From an optimization exercise on the open Yosys and OpenROAD flow, aimed at small area; shortcuts taken in it are not production practice. Where RTL was checked, it was by simulation tests only, not by an equivalence proof against the original. Power figures rest on the tool's default switching activity, not on a simulated workload. No driver is modelled on the clock port, so clocking that relies on it looks cheaper here than on a real chip.

==> branch xenon <==
==> flow/design.v <==
`default_nettype none
package rtmf_pkg;
   localparam logic [1:0] OP_SET  = 2'd0;
   localparam logic [1:0] OP_DEL  = 2'd1;
   localparam logic [1:0] OP_LOOK = 2'd2;
   localparam logic [1:0] OP_NONE = 2'd3;
   localparam logic [1:0] STATUS_OK   = 2'd0;
   localparam logic [1:0] STATUS_MISS = 2'd1;
   localparam logic [1:0] STATUS_FULL = 2'd2;
   localparam int KEY_W   = 33;
   localparam int HOP_W   = 48;
   localparam int ENTRY_W = KEY_W + HOP_W;
   function automatic logic [32:0] make_key(input logic [31:0] addr,
                                            input logic [5:0]  plen);
      logic [32:0] therm;
      logic [32:0] key;
      begin
         for (int j = 0; j <= 32; j++) begin
            therm[j] = (plen[5] || (32 - j) <= int'(plen[4:0]));
         end
         key[0] = therm[0];
         for (int j = 1; j <= 32; j++) begin
            key[j] = therm[j] & (addr[j-1] | ~therm[j-1]);
         end
         make_key = key;
      end
   endfunction
   function automatic logic key_covers(input logic [32:0] key,
                                       input logic [31:0] addr);
      logic [31:0] mask;
      logic        ok;
      begin
         mask[0] = key[0];
         for (int j = 1; j < 32; j++) begin
            mask[j] = mask[j-1] | key[j];
         end
         ok = 1'b1;
         for (int j = 0; j < 32; j++) begin
            ok = ok & (~mask[j] | (key[j+1] == addr[j]));
         end
         key_covers = ok;
      end
   endfunction
endpackage
`default_nettype wire
`default_nettype none
module rtmf_mem #(
   parameter int ENTRIES = 32,
   parameter int KW      = 33,
   parameter int PW      = 48,
   localparam int W      = KW + PW
) (
   input  wire logic           clock,
   output logic [W-1:0]        head,        
   output logic [PW-1:0]       spare,
   input  wire logic           put_key,     
   input  wire logic           put_hop,     
   input  wire logic           put_new,     
   input  wire logic [W-1:0]   new_data,
   input  wire logic           take_key,    
   input  wire logic           take_hop,    
   input  wire logic           clear        
);
   logic [ENTRIES*W-1:0] ring_ff;
   logic [PW-1:0]        spare_ff;
   logic [KW-1:0]        tail_key;
   logic [PW-1:0]        tail_hop;
   assign head  = ring_ff[ENTRIES*W-1 -: W];
   assign spare = spare_ff;
   logic sel_key_spare, sel_key_new, sel_key_head;
   logic sel_hop_spare, sel_hop_new, sel_hop_head;
   assign sel_key_spare = put_key;
   assign sel_key_new   = put_new && !put_key;
   assign sel_key_head  = !put_new && !put_key;
   assign sel_hop_spare = put_hop;
   assign sel_hop_new   = put_new && !put_hop;
   assign sel_hop_head  = !put_new && !put_hop;
   assign tail_key = ({KW{sel_key_spare}} & spare_ff[KW-1:0])
                   | ({KW{sel_key_new}}   & new_data[W-1 -: KW])
                   | ({KW{sel_key_head}}  & head[W-1 -: KW]);
   assign tail_hop = ({PW{sel_hop_spare}} & spare_ff)
                   | ({PW{sel_hop_new}}   & new_data[PW-1:0])
                   | ({PW{sel_hop_head}}  & head[PW-1:0]);
   always_ff @(posedge clock) begin
      ring_ff <= {ring_ff[(ENTRIES-1)*W-1:0], tail_key, tail_hop};
      if (take_hop || take_key || clear) begin
         spare_ff <= ({PW{take_hop}} & head[PW-1:0])
                   | ({PW{take_key}} & PW'(head[W-1 -: KW]));
      end
   end
endmodule
`default_nettype wire
`default_nettype none
module rtmf_ctrl #(
   parameter int ENTRIES = 32,
   localparam int IDX_W = (ENTRIES > 1) ? $clog2(ENTRIES) : 1,
   localparam int CNT_W = $clog2(ENTRIES + 1)
) (
   input  wire logic                   clock,
   input  wire logic                   reset,
   input  wire logic                   req_valid,
   output logic                        req_ready,
   input  wire logic [1:0]             req_op,
   input  wire logic [31:0]            req_addr,
   input  wire logic [32:0]            req_key,
   output logic                        res_valid,
   output logic [1:0]                  res_status,
   input  wire logic                   res_ready,
   output logic [CNT_W-1:0]            route_count,
   input  wire logic [32:0]            head_key,
   output logic                        put_key,
   output logic                        put_hop,
   output logic                        put_new,
   output logic                        take_key,
   output logic                        take_hop,
   output logic                        clear_spare
);
   typedef enum logic [2:0] {
      S_IDLE,
      S_TURN_A,
      S_TURN_B,
      S_TURN_C,
      S_TURN_D,
      S_DONE
   } state_type;
   state_type              state_ff;
   logic [IDX_W-1:0]       pos_ff;
   logic [CNT_W-1:0]       count_ff;
   logic                   found_ff;      
   logic                   rsp_vld_ff;
   logic [1:0]             status_ff;
   logic                   turn_a, turn_b, turn_c, turn_d;
   logic                   in_list;
   logic                   at_end;
   logic                   at_last;
   logic                   at_zero;
   logic                   covers;
   logic                   same_key;
   logic                   is_set, is_del, is_look;
   logic                   hit_a;
   logic                   look_i;
   logic                   del_i;
   logic                   last_pos;
   logic                   found_a;
   assign is_set  = (req_op == rtmf_pkg::OP_SET);
   assign is_del  = (req_op == rtmf_pkg::OP_DEL);
   assign is_look = (req_op == rtmf_pkg::OP_LOOK);
   assign turn_a = (state_ff == S_TURN_A);
   assign turn_b = (state_ff == S_TURN_B);
   assign turn_c = (state_ff == S_TURN_C);
   assign turn_d = (state_ff == S_TURN_D);
   assign in_list  = (CNT_W'(pos_ff) < count_ff);
   assign at_end   = (CNT_W'(pos_ff) == count_ff);
   assign at_last  = (CNT_W'(pos_ff) + 1'b1 == count_ff);
   assign at_zero  = (pos_ff == '0);
   assign last_pos = (pos_ff == IDX_W'(ENTRIES - 1));
   assign covers   = rtmf_pkg::key_covers(head_key, req_addr);
   assign same_key = (head_key == req_key);
   assign hit_a  = turn_a && in_list && !found_ff
                   && (is_look ? covers : (same_key && !req_op[1]));
   assign look_i = is_look && in_list && covers && !found_ff && !at_zero;
   assign del_i  = is_del && in_list && same_key;
   assign found_a = found_ff || hit_a || put_new;
   always_comb begin
      put_new  = turn_a && is_set && !found_ff
                 && ((in_list && same_key) || at_end);
      put_hop  = turn_b && ((is_look && at_zero && !covers) || look_i || del_i);
      take_hop = (turn_a && is_look && hit_a)
                 || (turn_a && is_del && at_last)
                 || (turn_b && is_look && at_zero && !covers)
                 || (turn_d && at_zero);
      take_key = (turn_b && (look_i || (is_del && at_last)))
                 || (turn_c && is_look && at_zero);
      put_key  = turn_c && ((is_look && at_zero) || look_i || del_i);
   end
   always_ff @(posedge clock) begin
      if (reset) begin
         state_ff   <= S_IDLE;
         pos_ff     <= '0;
         count_ff   <= '0;
         rsp_vld_ff <= 1'b0;
      end else begin
         pos_ff <= pos_ff + 1'b1;
         if (rsp_vld_ff && res_ready) begin
            rsp_vld_ff <= 1'b0;
         end
         case (state_ff)
            S_IDLE: begin
               if (req_valid && !rsp_vld_ff && last_pos) begin
                  state_ff <= S_TURN_A;
               end
            end
            S_TURN_A: begin
               if (put_new && at_end) begin
                  count_ff <= count_ff + 1'b1;
               end
               if (last_pos) begin
                  if (found_a && (is_look || is_del)) begin
                     state_ff <= S_TURN_B;
                  end else begin
                     state_ff <= S_DONE;
                  end
               end
            end
            S_TURN_B: begin
               if (is_look && at_zero && covers) begin
                  state_ff <= S_DONE;
               end else if (last_pos) begin
                  state_ff <= S_TURN_C;
               end
            end
            S_TURN_C: begin
               if (last_pos) begin
                  if (is_del) begin
                     count_ff <= count_ff - 1'b1;
                     state_ff <= S_DONE;
                  end else begin
                     state_ff <= S_TURN_D;
                  end
               end
            end
            S_TURN_D: begin
               if (at_zero) begin
                  state_ff <= S_DONE;
               end
            end
            default: begin
               state_ff   <= S_IDLE;
               rsp_vld_ff <= 1'b1;
            end
         endcase
      end
   end
   always_ff @(posedge clock) begin
      if (last_pos) begin
         found_ff <= 1'b0;
      end else if (hit_a || put_new || ((turn_b || turn_c) && look_i)) begin
         found_ff <= 1'b1;
      end
      if (turn_a && last_pos) begin
         if (found_a) begin
            status_ff <= rtmf_pkg::STATUS_OK;
         end else if (is_set) begin
            status_ff <= rtmf_pkg::STATUS_FULL;
         end else begin
            status_ff <= rtmf_pkg::STATUS_MISS;
         end
      end
   end
   assign clear_spare = (state_ff == S_DONE)
                        && !(is_look && status_ff == rtmf_pkg::STATUS_OK);
   assign req_ready   = (state_ff == S_DONE);
   assign res_valid   = rsp_vld_ff;
   assign res_status  = status_ff;
   assign route_count = count_ff;
endmodule
`default_nettype wire
`default_nettype none
module route_table_move_to_front #(
   parameter int ENTRIES = 32
) (
   input  wire logic          clock,
   input  wire logic          reset,
   input  wire logic          req_tvalid,
   output logic               req_tready,
   input  wire logic [87:0]   req_tdata,
   input  wire logic [1:0]    req_tuser,    
   output logic               rsp_tvalid,
   input  wire logic          rsp_tready,
   output logic [47:0]        rsp_tdata,
   output logic [1:0]         rsp_tuser     
);
   localparam int CNT_W = $clog2(ENTRIES + 1);
   localparam int W     = rtmf_pkg::ENTRY_W;
   logic [32:0]            req_key;
   logic [W-1:0]           new_entry;
   logic [W-1:0]           head;
   logic [47:0]            spare;
   logic                   put_key;
   logic                   put_hop;
   logic                   put_new;
   logic                   take_key;
   logic                   take_hop;
   logic                   clear_spare;
   logic [CNT_W-1:0]       route_count;
   assign req_key   = rtmf_pkg::make_key(req_tdata[31:0], req_tdata[37:32]);
   assign new_entry = {req_key, req_tdata[85:70], req_tdata[69:38]};
   rtmf_ctrl #(
      .ENTRIES (ENTRIES)
   ) u_ctrl (
      .clock       (clock),
      .reset       (reset),
      .req_valid   (req_tvalid),
      .req_ready   (req_tready),
      .req_op      (req_tuser),
      .req_addr    (req_tdata[31:0]),
      .req_key     (req_key),
      .res_valid   (rsp_tvalid),
      .res_status  (rsp_tuser),
      .res_ready   (rsp_tready),
      .route_count (route_count),
      .head_key    (head[W-1 -: 33]),
      .put_key     (put_key),
      .put_hop     (put_hop),
      .put_new     (put_new),
      .take_key    (take_key),
      .take_hop    (take_hop),
      .clear_spare (clear_spare)
   );
   rtmf_mem #(
      .ENTRIES (ENTRIES)
   ) u_mem (
      .clock     (clock),
      .head      (head),
      .spare     (spare),
      .put_key   (put_key),
      .put_hop   (put_hop),
      .put_new   (put_new),
      .new_data  (new_entry),
      .take_key  (take_key),
      .take_hop  (take_hop),
      .clear     (clear_spare)
   );
   assign rsp_tdata = spare;
endmodule
`default_nettype wire
==> flow/flow/run.sh <==
#!/bin/bash
# Standard layout, with two changes: clock tree synthesis without dummy loads,
# and port buffers of the smallest buffer cell.
set -euo pipefail
export CTS_ARGS="-sink_clustering_enable -repair_clock_nets -dont_use_dummy_load -sink_clustering_size 33 -sink_clustering_max_diameter 100"
export BUFFER_PORTS_ARGS="-buffer_cell sky130_fd_sc_hd__buf_1"
bash standard.sh > standard.log 2>&1
==> flow/standard.sh <==
#!/bin/bash
# synth_recipe.tcl (not shown) runs the flow's synth.tcl, then flattens the netlist and writes it again
# the make line also repeats each setting of config.mk as NAME=value (left out here)
make -C /OpenROAD-flow-scripts/flow DESIGN_CONFIG=/design/flow/config.mk WORK_HOME=/design/flow/orfs CLKGATE_MAP_FILE= SYNTH_SCRIPT=/design/flow/synth_recipe.tcl "${@:-finish}"
==> flow/config.mk <==
export PLATFORM = sky130hd
export DESIGN_NAME = route_table_move_to_front
export DESIGN_NICKNAME = route_table_move_to_front
export VERILOG_FILES = /design/flow/design.v
export SDC_FILE = /design/flow/constraint.sdc
export NUM_CORES = 4
export LEC_CHECK = 0
export ABC_AREA = 1
export ABC_CLOCK_PERIOD_IN_PS = 8000
export CAP_MARGIN = 20
export CORE_MARGIN = 2
export CORE_UTILIZATION = 40
export SLEW_MARGIN = 20
==> flow/constraint.sdc <==
create_clock -name core_clock -period 8.0 [get_ports {clock}]
set_input_delay 1.6000 -clock core_clock [delete_from_list [all_inputs] [get_ports {clock}]]
set_output_delay 1.6000 -clock core_clock [all_outputs]
set_load 0.01 [all_outputs]
==> inputs of branch pepper, as changes to branch xenon <==
==> flow/design.v, changed modules only <==
module rtmf_ctrl #(
   parameter int ENTRIES = 32,
   localparam int IDX_W = (ENTRIES > 1) ? $clog2(ENTRIES) : 1,
   localparam int CNT_W = $clog2(ENTRIES + 1)
) (
   input  wire logic                   clock,
   input  wire logic                   reset,
   input  wire logic                   req_valid,
   output logic                        req_ready,
   input  wire logic [1:0]             req_op,
   input  wire logic [31:0]            req_addr,
   input  wire logic [32:0]            req_key,
   output logic                        res_valid,
   output logic [1:0]                  res_status,
   input  wire logic                   res_ready,
   output logic [CNT_W-1:0]            route_count,
   input  wire logic [32:0]            head_key,
   output logic                        put_key,
   output logic                        put_hop,
   output logic                        put_new,
   output logic                        take_key,
   output logic                        take_hop,
   output logic                        clear_spare
);
   typedef enum logic [2:0] {
      S_IDLE,
      S_TURN_A,
      S_TURN_B,
      S_TURN_C,
      S_DONE
   } state_type;
   state_type              state_ff;
   logic [IDX_W-1:0]       pos_ff;
   logic [CNT_W-1:0]       count_ff;
   logic                   found_ff;
   logic [IDX_W-1:0]       hit_ff;
   logic                   rsp_vld_ff;
   logic [1:0]             rsp_status_ff;
   logic                   turn_a, turn_b, turn_c;
   logic                   in_list;
   logic                   at_end;
   logic                   at_last;
   logic                   at_zero;
   logic                   at_hit;
   logic                   covers;
   logic                   same_key;
   logic                   is_set, is_del, is_look;
   logic                   first_hit;
   logic                   last_pos;
   assign is_set  = (req_op == rtmf_pkg::OP_SET);
   assign is_del  = (req_op == rtmf_pkg::OP_DEL);
   assign is_look = (req_op == rtmf_pkg::OP_LOOK);
   assign turn_a = (state_ff == S_TURN_A);
   assign turn_b = (state_ff == S_TURN_B);
   assign turn_c = (state_ff == S_TURN_C);
   assign in_list  = (CNT_W'(pos_ff) < count_ff);
   assign at_end   = (CNT_W'(pos_ff) == count_ff);
   assign at_last  = (CNT_W'(pos_ff) + 1'b1 == count_ff);
   assign at_zero  = (pos_ff == '0);
   assign at_hit   = (pos_ff == hit_ff);
   assign last_pos = (pos_ff == IDX_W'(ENTRIES - 1));
   assign covers   = rtmf_pkg::key_covers(head_key, req_addr);
   assign same_key = (head_key == req_key);
   assign first_hit = turn_a && in_list && !found_ff
                      && (is_look ? covers : (same_key && !req_op[1]));
   always_comb begin
      put_new  = turn_a && is_set && !found_ff
                 && ((in_list && same_key) || at_end);
      put_key  = turn_b && (at_hit || (is_look && at_zero));
      put_hop  = turn_c && (at_hit || (is_look && at_zero));
      take_key = (turn_a && is_look && first_hit && !at_zero)
                 || (turn_a && is_del && at_last)
                 || (turn_b && is_look && at_zero);
      take_hop = (turn_a && is_look && first_hit && at_zero)
                 || (turn_b && is_look && at_hit)
                 || (turn_b && is_del && at_end)
                 || (turn_c && is_look && (at_hit || at_zero));
   end
   always_ff @(posedge clock) begin
      if (reset) begin
         state_ff   <= S_IDLE;
         pos_ff     <= '0;
         count_ff   <= '0;
         rsp_vld_ff <= 1'b0;
      end else begin
         pos_ff <= pos_ff + 1'b1;
         if (rsp_vld_ff && res_ready) begin
            rsp_vld_ff <= 1'b0;
         end
         case (state_ff)
            S_IDLE: begin
               if (req_valid && !rsp_vld_ff && last_pos) begin
                  state_ff <= S_TURN_A;
               end
            end
            S_TURN_A: begin
               if (put_new && at_end) begin
                  count_ff <= count_ff + 1'b1;
               end
               if (last_pos) begin
                  if (is_del && (found_ff || first_hit)) begin
                     count_ff <= count_ff - 1'b1;
                     state_ff <= S_TURN_B;
                  end else if (is_look && (first_hit || (found_ff && hit_ff != '0))) begin
                     state_ff <= S_TURN_B;
                  end else begin
                     state_ff <= S_DONE;
                  end
               end
            end
            S_TURN_B: begin
               if (last_pos) begin
                  state_ff <= S_TURN_C;
               end
            end
            S_TURN_C: begin
               if (last_pos) begin
                  state_ff <= S_DONE;
               end
            end
            default: begin
               state_ff   <= S_IDLE;
               rsp_vld_ff <= 1'b1;
            end
         endcase
      end
   end
   always_ff @(posedge clock) begin
      if (state_ff == S_IDLE) begin
         found_ff <= 1'b0;
      end else if (first_hit || put_new) begin
         found_ff <= 1'b1;
      end
      if (first_hit) begin
         hit_ff <= pos_ff;
      end
      if (state_ff == S_DONE) begin
         if (found_ff) begin
            rsp_status_ff <= rtmf_pkg::STATUS_OK;
         end else if (is_set) begin
            rsp_status_ff <= rtmf_pkg::STATUS_FULL;
         end else begin
            rsp_status_ff <= rtmf_pkg::STATUS_MISS;
         end
      end
   end
   assign req_ready   = (state_ff == S_DONE);
   assign res_valid   = rsp_vld_ff;
   assign res_status  = rsp_status_ff;
   assign clear_spare = (state_ff == S_DONE) && !(found_ff && is_look);
   assign route_count = count_ff;
endmodule
==> inputs of branch violet, as changes to branch xenon <==
==> flow/design.v, changed modules only <==
module rtmf_mem #(
   parameter int ENTRIES = 32,
   parameter int KW      = 33,
   parameter int PW      = 48,
   localparam int W      = KW + PW
) (
   input  wire logic           clock,
   output logic [W-1:0]        head,        
   output logic [PW-1:0]       spare,
   input  wire logic           put_key,     
   input  wire logic           put_hop,     
   input  wire logic           put_new,     
   input  wire logic [W-1:0]   new_data,
   input  wire logic           take_key,    
   input  wire logic           take_hop     
);
   logic [ENTRIES*W-1:0] ring_ff;
   logic [PW-1:0]        spare_ff;
   logic [KW-1:0]        tail_key;
   logic [PW-1:0]        tail_hop;
   assign head  = ring_ff[ENTRIES*W-1 -: W];
   assign spare = spare_ff;
   logic sel_key_spare, sel_key_new, sel_key_head;
   logic sel_hop_spare, sel_hop_new, sel_hop_head;
   assign sel_key_spare = put_key;
   assign sel_key_new   = put_new && !put_key;
   assign sel_key_head  = !put_new && !put_key;
   assign sel_hop_spare = put_hop;
   assign sel_hop_new   = put_new && !put_hop;
   assign sel_hop_head  = !put_new && !put_hop;
   assign tail_key = ({KW{sel_key_spare}} & spare_ff[KW-1:0])
                   | ({KW{sel_key_new}}   & new_data[W-1 -: KW])
                   | ({KW{sel_key_head}}  & head[W-1 -: KW]);
   assign tail_hop = ({PW{sel_hop_spare}} & spare_ff)
                   | ({PW{sel_hop_new}}   & new_data[PW-1:0])
                   | ({PW{sel_hop_head}}  & head[PW-1:0]);
   always_ff @(posedge clock) begin
      ring_ff <= {ring_ff[(ENTRIES-1)*W-1:0], tail_key, tail_hop};
      if (take_hop) begin
         spare_ff <= head[PW-1:0];
      end else if (take_key) begin
         spare_ff[KW-1:0] <= head[W-1 -: KW];
      end
   end
endmodule
module rtmf_ctrl #(
   parameter int ENTRIES = 32,
   localparam int IDX_W = (ENTRIES > 1) ? $clog2(ENTRIES) : 1,
   localparam int CNT_W = $clog2(ENTRIES + 1)
) (
   input  wire logic                   clock,
   input  wire logic                   reset,
   input  wire logic                   req_valid,
   output logic                        req_ready,
   input  wire logic [1:0]             req_op,
   input  wire logic [31:0]            req_addr,
   input  wire logic [32:0]            req_key,
   output logic                        res_valid,
   output logic [1:0]                  res_status,
   output logic                        res_hit,
   input  wire logic                   res_ready,
   output logic [CNT_W-1:0]            route_count,
   input  wire logic [32:0]            head_key,
   output logic                        put_key,
   output logic                        put_hop,
   output logic                        put_new,
   output logic                        take_key,
   output logic                        take_hop
);
   typedef enum logic [2:0] {
      S_IDLE,
      S_TURN_A,
      S_TURN_B,
      S_TURN_C,
      S_DONE
   } state_type;
   state_type              state_ff;
   logic [IDX_W-1:0]       pos_ff;
   logic [CNT_W-1:0]       count_ff;
   logic                   found_ff;
   logic [IDX_W-1:0]       hit_ff;
   logic                   rsp_vld_ff;
   logic [1:0]             rsp_status_ff;
   logic                   rsp_hit_ff;
   logic                   turn_a, turn_b, turn_c;
   logic                   in_list;
   logic                   at_end;
   logic                   at_last;
   logic                   at_zero;
   logic                   at_hit;
   logic                   covers;
   logic                   same_key;
   logic                   is_set, is_del, is_look;
   logic                   first_hit;
   logic                   last_pos;
   assign is_set  = (req_op == rtmf_pkg::OP_SET);
   assign is_del  = (req_op == rtmf_pkg::OP_DEL);
   assign is_look = (req_op == rtmf_pkg::OP_LOOK);
   assign turn_a = (state_ff == S_TURN_A);
   assign turn_b = (state_ff == S_TURN_B);
   assign turn_c = (state_ff == S_TURN_C);
   assign in_list  = (CNT_W'(pos_ff) < count_ff);
   assign at_end   = (CNT_W'(pos_ff) == count_ff);
   assign at_last  = (CNT_W'(pos_ff) + 1'b1 == count_ff);
   assign at_zero  = (pos_ff == '0);
   assign at_hit   = (pos_ff == hit_ff);
   assign last_pos = (pos_ff == IDX_W'(ENTRIES - 1));
   assign covers   = rtmf_pkg::key_covers(head_key, req_addr);
   assign same_key = (head_key == req_key);
   assign first_hit = turn_a && in_list && !found_ff
                      && (is_look ? covers : (same_key && !req_op[1]));
   always_comb begin
      put_new  = turn_a && is_set && !found_ff
                 && ((in_list && same_key) || at_end);
      put_key  = turn_b && (at_hit || (is_look && at_zero));
      put_hop  = turn_c && (at_hit || (is_look && at_zero));
      take_key = (turn_a && is_look && first_hit && !at_zero)
                 || (turn_a && is_del && at_last)
                 || (turn_b && is_look && at_zero);
      take_hop = (turn_a && is_look && first_hit && at_zero)
                 || (turn_b && is_look && at_hit)
                 || (turn_b && is_del && at_end)
                 || (turn_c && is_look && (at_hit || at_zero));
   end
   always_ff @(posedge clock) begin
      if (reset) begin
         state_ff   <= S_IDLE;
         pos_ff     <= '0;
         count_ff   <= '0;
         rsp_vld_ff <= 1'b0;
      end else begin
         pos_ff <= pos_ff + 1'b1;
         if (rsp_vld_ff && res_ready) begin
            rsp_vld_ff <= 1'b0;
         end
         case (state_ff)
            S_IDLE: begin
               if (req_valid && !rsp_vld_ff && last_pos) begin
                  state_ff <= S_TURN_A;
               end
            end
            S_TURN_A: begin
               if (put_new && at_end) begin
                  count_ff <= count_ff + 1'b1;
               end
               if (last_pos) begin
                  if (is_del && (found_ff || first_hit)) begin
                     count_ff <= count_ff - 1'b1;
                     state_ff <= S_TURN_B;
                  end else if (is_look && (first_hit || (found_ff && hit_ff != '0))) begin
                     state_ff <= S_TURN_B;
                  end else begin
                     state_ff <= S_DONE;
                  end
               end
            end
            S_TURN_B: begin
               if (last_pos) begin
                  state_ff <= S_TURN_C;
               end
            end
            S_TURN_C: begin
               if (last_pos) begin
                  state_ff <= S_DONE;
               end
            end
            default: begin
               state_ff   <= S_IDLE;
               rsp_vld_ff <= 1'b1;
            end
         endcase
      end
   end
   always_ff @(posedge clock) begin
      if (state_ff == S_IDLE) begin
         found_ff <= 1'b0;
      end else if (first_hit || put_new) begin
         found_ff <= 1'b1;
      end
      if (first_hit) begin
         hit_ff <= pos_ff;
      end
      if (state_ff == S_DONE) begin
         rsp_hit_ff <= found_ff && is_look;
         if (found_ff) begin
            rsp_status_ff <= rtmf_pkg::STATUS_OK;
         end else if (is_set) begin
            rsp_status_ff <= rtmf_pkg::STATUS_FULL;
         end else begin
            rsp_status_ff <= rtmf_pkg::STATUS_MISS;
         end
      end
   end
   assign req_ready   = (state_ff == S_DONE);
   assign res_valid   = rsp_vld_ff;
   assign res_status  = rsp_status_ff;
   assign res_hit     = rsp_hit_ff;
   assign route_count = count_ff;
endmodule
module route_table_move_to_front #(
   parameter int ENTRIES = 32
) (
   input  wire logic          clock,
   input  wire logic          reset,
   input  wire logic          req_tvalid,
   output logic               req_tready,
   input  wire logic [87:0]   req_tdata,
   input  wire logic [1:0]    req_tuser,    
   output logic               rsp_tvalid,
   input  wire logic          rsp_tready,
   output logic [47:0]        rsp_tdata,
   output logic [1:0]         rsp_tuser     
);
   localparam int CNT_W = $clog2(ENTRIES + 1);
   localparam int W     = rtmf_pkg::ENTRY_W;
   logic [32:0]            req_key;
   logic [W-1:0]           new_entry;
   logic [W-1:0]           head;
   logic [47:0]            spare;
   logic                   put_key;
   logic                   put_hop;
   logic                   put_new;
   logic                   take_key;
   logic                   take_hop;
   logic                   res_hit;
   logic [CNT_W-1:0]       route_count;
   assign req_key   = rtmf_pkg::make_key(req_tdata[31:0], req_tdata[37:32]);
   assign new_entry = {req_key, req_tdata[85:70], req_tdata[69:38]};
   rtmf_ctrl #(
      .ENTRIES (ENTRIES)
   ) u_ctrl (
      .clock       (clock),
      .reset       (reset),
      .req_valid   (req_tvalid),
      .req_ready   (req_tready),
      .req_op      (req_tuser),
      .req_addr    (req_tdata[31:0]),
      .req_key     (req_key),
      .res_valid   (rsp_tvalid),
      .res_status  (rsp_tuser),
      .res_hit     (res_hit),
      .res_ready   (rsp_tready),
      .route_count (route_count),
      .head_key    (head[W-1 -: 33]),
      .put_key     (put_key),
      .put_hop     (put_hop),
      .put_new     (put_new),
      .take_key    (take_key),
      .take_hop    (take_hop)
   );
   rtmf_mem #(
      .ENTRIES (ENTRIES)
   ) u_mem (
      .clock     (clock),
      .head      (head),
      .spare     (spare),
      .put_key   (put_key),
      .put_hop   (put_hop),
      .put_new   (put_new),
      .new_data  (new_entry),
      .take_key  (take_key),
      .take_hop  (take_hop)
   );
   assign rsp_tdata = res_hit ? spare : 48'h0;
endmodule
==> flow/flow/run.sh (replaced) <==
#!/bin/bash
# Standard layout, with two changes: clock tree synthesis without dummy loads,
# and port buffers of the smallest buffer cell.
set -euo pipefail
export CTS_ARGS="-sink_clustering_enable -repair_clock_nets -dont_use_dummy_load -sink_clustering_size 30 -sink_clustering_max_diameter 100"
export BUFFER_PORTS_ARGS="-buffer_cell sky130_fd_sc_hd__buf_1"
bash standard.sh > standard.log 2>&1
ABC_AREA = not set   (was 1)
ABC_CLOCK_PERIOD_IN_PS = not set   (was 8000)
==> notes.md <==
| metric | branch violet | branch xenon | branch pepper |
|---|---|---|---|
| Post-synthesis net count | 3,660 | 3,851 | 3,651 |
| Internal cell power | 15,600 uW | 15,700 uW | 15,400 uW |
| Post-synthesis instance total | 3,556 | 3,741 | 3,547 |
| Clock-pin slew reported for the worst setup and hold paths after clock tree synthesis | 0.10 ns | 0.11 ns | 0.11 ns |
| Mean instance size in the synthesized netlist | 16.7 sq um | 15.8 sq um | 16.5 sq um |
| Routed WL per cell | 16.8 um | 15.7 um | 15.1 um |
| Routed met3 length | 6050 um | 5230 um | 6450 um |
| Comb_multi_in | 779 | 884 | 721 |
| Slew Limit Headroom | 31.7% | 34.2% | 29.7% |
| Vias after detailed routing | 23,900 | 24,200 | 23,000 |
| Run status | timing/DRC/antenna clean | timing/DRC/antenna clean | timing/DRC/antenna clean |
| Weighted congestion reported at the end of routability-driven placement | 0.832 | 0.837 | 0.824 |
| Core region area | 0.147 sq mm | 0.147 sq mm | 0.145 sq mm |
| PD cells | 298 mW/mm^2 | 305 mW/mm^2 | 299 mW/mm^2 |
| Die area | 0.151 sq mm | 0.151 sq mm | 0.149 sq mm |
| Combinational Power Share | 0.8% | 1.9% | 0.6% |
| Transition time of the tightest slew-check pin | 0.999 ns | 0.984 ns | 1.05 ns |
| FF+latch count | 2,664 | 2,658 | 2,663 |
| Register share of the cell area | 83.4% | 83.6% | 84.6% |
For branch xenon, only the layout was checked, not whether the RTL still works.

-- afterwards: timing with drivers on the ports --
No port has a modelled driver above. Below, the same layouts with a new extraction and two added sets of constraints.
Step 1 assumes that a clkbuf_16 drives the clock port and a buf_2 every other input.
Step 2 adds t to the input delays and takes it off the output delays; t is the mean of the earliest and latest rising clock arrival at the registers after step 1. Input paths then give back, and output paths get back, about the clock's delay inside the block.
a / b / c = ideal ports / drivers / drivers and shift; a / b = the first two.
run | t (ns) | slack for setup (ns) | worst setup path after step 2 | worst slew at a driven data input, ns
branch xenon | 0.766 | 2.288 / 2.258 / 1.492 | input to register | 0.21
branch pepper | 0.776 | 1.982 / 1.985 / 1.209 | input to register | 0.16
branch violet | 0.739 | 2.593 / 2.640 / 1.901 | input to register | 0.15
After both steps setup and hold are still met in every run listed. The setup slack of branch xenon, which loses most, moves by -0.030 ns with the drivers and by -0.796 ns with both steps.
